This design comes from an exercise in tuning for small area on the open sky130 flow, not from production work.
In this exercise RTL edits were held to simulation tests only and were not proved equivalent to the original.
The flow treats the clock pin as an ideal source, which a real chip does not have.
No activity file was given, so power comes from the tool's default toggle rates.

== job 7239 ==
==> flow/design.v <==
module prf_aoi222 (
   input  logic a1, a2, b1, b2, c1, c2,
   output logic y
);
   assign y = ~((a1 & a2) | (b1 & b2) | (c1 & c2));
endmodule
module prf_inv (
   input  logic a,
   output logic y
);
   assign y = ~a;
endmodule
module prf_nand4 (
   input  logic a, b, c, d,
   output logic y
);
   assign y = ~(a & b & c & d);
endmodule
module prf_nand2b (
   input  logic an, b,
   output logic y
);
   assign y = an | ~b;
endmodule
module prf_nand3b (
   input  logic an, b, c,
   output logic y
);
   assign y = an | ~b | ~c;
endmodule
module prf_rdbit (
   input  logic [14:0] sel,
   input  logic [14:0] d,
   input  logic        ini_n,    
   output logic        y
);
   logic [4:0] g;
   logic       h;
   for (genvar k = 0; k < 5; k++) begin : g_aoi
      prf_aoi222 u_aoi (
         .a1(sel[3*k]),   .a2(d[3*k]),
         .b1(sel[3*k+1]), .b2(d[3*k+1]),
         .c1(sel[3*k+2]), .c2(d[3*k+2]),
         .y (g[k])
      );
   end
   prf_nand4  u_n4 (.a(g[0]), .b(g[1]), .c(g[2]), .d(g[3]), .y(h));
   prf_nand3b u_n3 (.an(h), .b(g[4]), .c(ini_n), .y(y));
endmodule
module prf_rdbit0 (
   input  logic [14:0] sel,
   input  logic [14:0] d,
   output logic        y
);
   logic [4:0] g;
   logic       h;
   for (genvar k = 0; k < 5; k++) begin : g_aoi
      prf_aoi222 u_aoi (
         .a1(sel[3*k]),   .a2(d[3*k]),
         .b1(sel[3*k+1]), .b2(d[3*k+1]),
         .c1(sel[3*k+2]), .c2(d[3*k+2]),
         .y (g[k])
      );
   end
   prf_nand4  u_n4 (.a(g[0]), .b(g[1]), .c(g[2]), .d(g[3]), .y(h));
   prf_nand2b u_n2 (.an(h), .b(g[4]), .y(y));
endmodule
module pipe_regfile #(
   parameter int unsigned       DATA_W     = 64,
   parameter int unsigned       REG_AW     = 4,
   parameter int unsigned       NREGS      = 15,
   parameter int unsigned       PEND_W     = 2,
   parameter logic [DATA_W-1:0] STACK_INIT = 64'h0000_0000_0000_0200
) (
   input  logic              clk_i,
   input  logic              rst_i,
   input  logic [3:0]        icode_i,
   input  logic [REG_AW-1:0] rA_i,
   input  logic [REG_AW-1:0] rB_i,
   input  logic              dec_valid_i,
   output logic              dec_ready_o,
   output logic [REG_AW-1:0] srcA_o,
   output logic [REG_AW-1:0] srcB_o,
   output logic [REG_AW-1:0] dstE_o,
   output logic [REG_AW-1:0] dstM_o,
   output logic [DATA_W-1:0] valA_o,
   output logic [DATA_W-1:0] valB_o,
   input  logic              wb_valid_i,
   input  logic [REG_AW-1:0] wb_dstE_i,
   input  logic [REG_AW-1:0] wb_dstM_i,
   input  logic              wb_cnd_i,
   input  logic [DATA_W-1:0] wb_valE_i,
   input  logic [DATA_W-1:0] wb_valM_i,
   output logic              err_o
);
   typedef enum logic [3:0] {
      I_RRMOVQ = 4'h2,
      I_IRMOVQ = 4'h3,
      I_RMMOVQ = 4'h4,
      I_MRMOVQ = 4'h5,
      I_OPQ    = 4'h6,
      I_CALL   = 4'h8,
      I_RET    = 4'h9,
      I_PUSHQ  = 4'hA,
      I_POPQ   = 4'hB
   } icode_e;
   localparam logic [REG_AW-1:0] NREG = '1;
   localparam logic [REG_AW-1:0] RSP  = REG_AW'(4);
   localparam logic [PEND_W-1:0] PMAX = '1;
   logic [NREGS-1:0][DATA_W-1:0] regs_q;    
   logic [NREGS-1:0][DATA_W-1:0] regs_d;    
   logic [NREGS-1:0][DATA_W-1:0] regs_dn;
   logic [NREGS-1:0]             wr_q;      
   logic [PEND_W-1:0]            pend [NREGS];
   logic                         err_q;
   logic [NREGS-1:0]             pend_nz;
   logic [REG_AW-1:0] src_a, src_b, dst_e, dst_m;
   logic              a_ra, a_sp, b_rb, b_sp, e_rb, e_sp, m_ra;
   logic [15:0]       oh_ra, oh_rb, oh_wm, oh_we;
   logic [NREGS-1:0]  oh_sa, oh_sb, oh_de, oh_dm, oh_d;
   logic [NREGS-1:0]  ret, inc, up, dn, busy, full, v_e;
   logic [NREGS-1:0]  hit_m, hit_e, w_m, w_e, w_h;
   logic [NREGS-1:0]  rs_a, rs_b;
   logic              stall, issue;
   logic              ini_a_n, ini_b_n;
   always_comb begin
      a_ra = 1'b0; a_sp = 1'b0; b_rb = 1'b0; b_sp = 1'b0;
      e_rb = 1'b0; e_sp = 1'b0; m_ra = 1'b0;
      case (icode_i)
         I_RRMOVQ: begin a_ra = 1'b1; e_rb = 1'b1; end
         I_IRMOVQ: e_rb = 1'b1;
         I_RMMOVQ: begin a_ra = 1'b1; b_rb = 1'b1; end
         I_MRMOVQ: begin b_rb = 1'b1; m_ra = 1'b1; end
         I_OPQ:    begin a_ra = 1'b1; b_rb = 1'b1; e_rb = 1'b1; end
         I_CALL:   begin b_sp = 1'b1; e_sp = 1'b1; end
         I_RET:    begin a_sp = 1'b1; b_sp = 1'b1; e_sp = 1'b1; end
         I_PUSHQ:  begin a_ra = 1'b1; b_sp = 1'b1; e_sp = 1'b1; end
         I_POPQ:   begin a_sp = 1'b1; b_sp = 1'b1; e_sp = 1'b1; m_ra = 1'b1; end
         default:  ;
      endcase
      src_a = a_ra ? rA_i : (a_sp ? RSP : NREG);
      src_b = b_rb ? rB_i : (b_sp ? RSP : NREG);
      dst_e = e_rb ? rB_i : (e_sp ? RSP : NREG);
      dst_m = m_ra ? rA_i : NREG;
   end
   always_comb begin
      for (int unsigned r = 0; r < 16; r++) begin
         oh_ra[r] = (rA_i == REG_AW'(r));
         oh_rb[r] = (rB_i == REG_AW'(r));
         oh_wm[r] = (wb_dstM_i == REG_AW'(r));
         oh_we[r] = (wb_dstE_i == REG_AW'(r));
      end
      for (int unsigned r = 0; r < NREGS; r++) begin
         oh_sa[r] = (a_ra && oh_ra[r]) || (a_sp && r == RSP);
         oh_sb[r] = (b_rb && oh_rb[r]) || (b_sp && r == RSP);
         oh_de[r] = (e_rb && oh_rb[r]) || (e_sp && r == RSP);
         oh_dm[r] = m_ra && oh_ra[r];
         oh_d[r]  = oh_de[r] || oh_dm[r];
         hit_m[r] = wb_valid_i && oh_wm[r];
         v_e[r]   = wb_valid_i && oh_we[r];
         hit_e[r] = wb_cnd_i && v_e[r];
         ret[r]   = hit_m[r] || v_e[r];
         w_m[r]   = hit_m[r];
         w_e[r]   = hit_e[r] && !hit_m[r];
         w_h[r]   = !(hit_m[r] || hit_e[r]);
         rs_a[r]  = oh_sa[r] && (wr_q[r] || !w_h[r]);
         rs_b[r]  = oh_sb[r] && (wr_q[r] || !w_h[r]);
         pend_nz[r] = pend[r][1] || pend[r][0];
         busy[r]  = pend[r][1] || (pend[r][0] && !ret[r]);
         full[r]  = pend[r][1] && pend[r][0] && !ret[r];
      end
      ini_a_n = !(oh_sa[RSP] && !wr_q[RSP] && w_h[RSP]);
      ini_b_n = !(oh_sb[RSP] && !wr_q[RSP] && w_h[RSP]);
      stall   = |(((oh_sa | oh_sb) & busy) | (oh_d & full));
      issue   = dec_valid_i && !stall;
      inc     = {NREGS{issue}} & oh_d;
      up      = inc & ~ret;
      dn      = ret & ~inc;
   end
   for (genvar r = 0; r < NREGS; r++) begin : g_reg
      for (genvar i = 0; i < DATA_W; i++) begin : g_bit
         prf_aoi222 u_wr (
            .a1(w_m[r]), .a2(wb_valM_i[i]),
            .b1(w_e[r]), .b2(wb_valE_i[i]),
            .c1(w_h[r]), .c2(regs_q[r][i]),
            .y (regs_dn[r][i])
         );
         prf_inv u_wi (.a(regs_dn[r][i]), .y(regs_d[r][i]));
      end
   end
   for (genvar i = 0; i < DATA_W; i++) begin : g_rd
      logic [NREGS-1:0] d_col;
      for (genvar r = 0; r < NREGS; r++) begin : g_col
         assign d_col[r] = regs_d[r][i];
      end
      if (STACK_INIT[i]) begin : g_one
         prf_rdbit u_a (.sel(rs_a), .d(d_col), .ini_n(ini_a_n), .y(valA_o[i]));
         prf_rdbit u_b (.sel(rs_b), .d(d_col), .ini_n(ini_b_n), .y(valB_o[i]));
      end else begin : g_zero
         prf_rdbit0 u_a (.sel(rs_a), .d(d_col), .y(valA_o[i]));
         prf_rdbit0 u_b (.sel(rs_b), .d(d_col), .y(valB_o[i]));
      end
   end
   always_ff @(posedge clk_i) begin
      regs_q <= regs_d;
   end
   always_ff @(posedge clk_i or negedge rst_i) begin
      if (!rst_i) begin
         wr_q <= '0;
         for (int unsigned r = 0; r < NREGS; r++)
            pend[r] <= '0;
         err_q <= 1'b0;
      end else begin
         wr_q <= wr_q | ~w_h;
         for (int unsigned r = 0; r < NREGS; r++) begin
            pend[r][1] <= (pend[r][1] && (pend[r][0] || !dn[r])) || (up[r] && pend[r][0]);
            if (up[r] || dn[r])
               pend[r][0] <= pend[r][0] ? (up[r] && pend[r][1]) : (up[r] || pend[r][1]);
         end
         if (|(dn & ~pend_nz)) err_q <= 1'b1;
      end
   end
   assign srcA_o      = src_a;
   assign srcB_o      = src_b;
   assign dstE_o      = dst_e;
   assign dstM_o      = dst_m;
   assign dec_ready_o = !stall;
   assign err_o       = err_q;
endmodule
==> flow/config.mk <==
export PLATFORM = sky130hd
export DESIGN_NAME = pipe_regfile
export DESIGN_NICKNAME = pipe_regfile
export VERILOG_FILES = /design/flow/design.v
export SDC_FILE = /design/flow/constraint.sdc
export NUM_CORES = 4
export LEC_CHECK = 0
export CAP_MARGIN = 20
export CORE_MARGIN = 2
export CORE_UTILIZATION = 40
export PLACE_DENSITY = 0.5
export SETUP_SLACK_MARGIN = 0.1
export SLEW_MARGIN = 20
export SYNTH_HIERARCHICAL = 1
==> flow/constraint.sdc <==
create_clock -name core_clock -period 7.0 [get_ports {clk_i}]
set_input_delay 1.4000 -clock core_clock [delete_from_list [all_inputs] [get_ports {clk_i}]]
set_output_delay 1.4000 -clock core_clock [all_outputs]
set_load 0.01 [all_outputs]
standard.sh (not shown) runs the stock make flow with config.mk's settings and CLKGATE_MAP_FILE= SYNTH_SCRIPT=/design/flow/synth_recipe.tcl, a recipe that flattens the netlist after the stock synthesis.
==> flow/flow/run.sh <==
#!/bin/bash
# Standard ORFS layout (the standard.sh) with two changes:
#  - port buffers use the smallest buffer, sky130_fd_sc_hd__buf_1, rather than
#    the delay cell buffer_ports picks by default;
#  - CTS clusters up to 26 sinks per leaf buffer and inserts no dummy loads.
set -euo pipefail
export BUFFER_PORTS_ARGS="-buffer_cell sky130_fd_sc_hd__buf_1"
export CTS_ARGS="-sink_clustering_enable -repair_clock_nets -dont_use_dummy_load -sink_clustering_size 26 -sink_clustering_max_diameter 100"
bash standard.sh finish > standard_flow.log 2>&1
### job 7239 -> job 2061
diff --git a/flow/flow/run.sh b/flow/flow/run.sh
--- a/flow/flow/run.sh
+++ b/flow/flow/run.sh
@@ -2 +2 @@
-# Standard ORFS layout (the standard.sh) with two changes:
+# Standard ORFS layout (the standard.sh) with these changes:
@@ -4,0 +5,2 @@
+#  - at the start of CTS, flow/rebuffer.tcl replaces the placement repair's
+#    buffer trees on high-fanout nets with one buf_8 per net;
@@ -7,0 +10 @@
+export PRE_CTS_TCL="$PWD/flow/rebuffer.tcl"
==> flow/flow/rebuffer.tcl (new file) <==
# Sourced at the start of CTS (PRE_CTS_TCL), on the placed design.
# The placement-stage repair buffers high-fanout select nets with trees of
# small buffers. Collapse those trees (only the repair's own "place*"
# buffers; port buffers are kept) and give each net with many loads a single
# buf_8 instead. repair_design then fixes anything left over and the cells
# are legalised again.
set block [ord::get_db_block]
set n 0
foreach i [$block getInsts] {
  if {![string match "place*" [$i getName]]} continue
  set in {}
  set out {}
  foreach it [$i getITerms] {
    if {[$it isInputSignal]} { set in [$it getNet] }
    if {[$it isOutputSignal]} { set out [$it getNet] }
  }
  if {$in eq "" || $out eq "" || $in eq "NULL" || $out eq "NULL"} continue
  if {[llength [$out getBTerms]] > 0 || [llength [$in getBTerms]] > 0} continue
  foreach it [$out getITerms] {
    if {[$it getInst] eq $i} continue
    $it disconnect
    $it connect $in
  }
  foreach it [$i getITerms] { $it disconnect }
  odb::dbInst_destroy $i
  odb::dbNet_destroy $out
  incr n
}
puts "rebuffer: collapsed $n repair buffers"
set hf {}
foreach net [$block getNets] {
  if {[$net getSigType] ne "SIGNAL"} continue
  if {[llength [$net getBTerms]] > 0} continue
  if {[llength [$net getITerms]] - 1 >= 24} { lappend hf [$net getName] }
}
puts "rebuffer: [llength $hf] high-fanout nets get one buf_8"
foreach nn $hf {
  insert_buffer -buffer_cell sky130_fd_sc_hd__buf_8 -net [get_nets $nn]
}
estimate_parasitics -placement
repair_design -cap_margin $::env(CAP_MARGIN) -slew_margin $::env(SLEW_MARGIN)
detailed_placement
--- outcome ---
- | relative contribution of the clock network to total power | job 2061 vs job 7239 | 0.2 points higher |
- Of job 7239 and job 2061, the run reporting the higher global routing usage summed across all routing layers was job 7239.
- Looking at job 7239 and job 2061, the quantity of gates resized following cts is a wash.
- Comparing final critical-path required period for job 7239 and job 2061, the smaller number came from job 7239.
- The slowest stage cell on the critical path comes out sky130_fd_sc_hd__nor2_4 in one run and sky130_fd_sc_hd__nor3_1 in the other, namely in job 7239 and job 2061 respectively.
Setup changes, job 2061 to job 2509
# job 2061
export LEC_CHECK = 0
export CAP_MARGIN = 20
export CORE_MARGIN = 2
export CORE_UTILIZATION = 40
export PLACE_DENSITY = 0.5
export SETUP_SLACK_MARGIN = 0.1
export SLEW_MARGIN = 20
export SYNTH_HIERARCHICAL = 1
create_clock -name core_clock -period 7.0 [get_ports {clk_i}]
# job 2509
export LEC_CHECK = 0
export CAP_MARGIN = 20
export CORE_MARGIN = 2
export CORE_UTILIZATION = 40
export PLACE_DENSITY = 0.5
export SETUP_SLACK_MARGIN = 0.3
export SLEW_MARGIN = 20
export SYNTH_HIERARCHICAL = 1
create_clock -name core_clock -period 7.0 [get_ports {clk_i}]
diff --git a/flow/flow/run.sh b/flow/flow/run.sh
--- a/flow/flow/run.sh
+++ b/flow/flow/run.sh
@@ -6 +6 @@
-#    buffer trees on high-fanout nets with one buf_8 per net;
+#    buffer trees on high-fanout nets with one buf_8 per net, driven by a size-1 gate;
diff --git a/flow/flow/rebuffer.tcl b/flow/flow/rebuffer.tcl
--- a/flow/flow/rebuffer.tcl
+++ b/flow/flow/rebuffer.tcl
@@ -5 +5 @@
-# buf_8 instead. repair_design then fixes anything left over and the cells
+# buf_8 instead, driven by a size-1 gate. repair_design then fixes anything left over and the cells
@@ -39,0 +40,29 @@
+# The net's driver now sees only the buf_8: take it back to drive strength 1
+# where the library has that size.
+set nd 0
+foreach nn $hf {
+  set net [$block findNet $nn]
+  set drv {}
+  foreach it [$net getITerms] {
+    if {[$it isOutputSignal]} { set drv [$it getInst] }
+  }
+  # insert_buffer may leave the net's name on either side of the new buffer
+  if {$drv ne "" && [[$drv getMaster] getName] eq "sky130_fd_sc_hd__buf_8"} {
+    foreach it [$drv getITerms] {
+      if {[$it isInputSignal]} { set net [$it getNet] }
+    }
+  }
+  foreach it [$net getITerms] {
+    if {![$it isOutputSignal]} continue
+    set inst [$it getInst]
+    set mname [[$inst getMaster] getName]
+    if {[regexp {^(sky130_fd_sc_hd__\w+)_([0-9]+)$} $mname -> base sz] && $sz > 1} {
+      set small [get_lib_cells -quiet ${base}_1]
+      if {$small ne "" && ![string match "*buf*" $base]} {
+        replace_cell [get_cells [$inst getName]] $small
+        incr nd
+      }
+    }
+  }
+}
+puts "rebuffer: $nd drivers taken back to size 1"
==> notes.md <==
Job 2509 vs job 2061, slowest library cell on the worst path: sky130_fd_sc_hd__buf_8 vs sky130_fd_sc_hd__nor3_1. Row final design instance area without fill: job 2509 lower / job 2061 higher. Wire: job 2509 routes more than job 2061. The setup slack in job 2509 was higher than what job 2061 gave. Total number of nets in the final design delta (job 2061 -> job 2509): insignificant.

==> static timing again, ports no longer ideal <==
In the flow no input, the clock included, has a driving cell. The finished layouts below were timed again as built, in two steps.
Step 1 (the two cells are an assumption about what drives the block):
set clk [get_ports {clk_i}]
set_driving_cell -lib_cell sky130_fd_sc_hd__clkbuf_16 $clk
set_driving_cell -lib_cell sky130_fd_sc_hd__buf_2 [delete_from_list [all_inputs] $clk]
Step 2, shift: input delay + t, output delay - t, t = (earliest + latest rising clock arrival at the registers) / 2. This alone moves slack from input paths to output paths.
a / b / c = no drivers / after step 1 / after step 2; a / b = the first two.
run | t, ns | setup slack, ns | worst setup path at the end
job 7239 | 0.744 | 0.535 / 0.496 / 0.496 | input to output
job 2061 | 0.748 | 0.117 / 0.093 / 0.093 | input to output
job 2509 | 0.746 | 0.309 / 0.287 / 0.287 | input to output
After both steps setup and hold are still met in every run listed. The setup slack of job 7239, which loses most, moves by -0.039 ns with the drivers and by -0.039 ns with both steps.
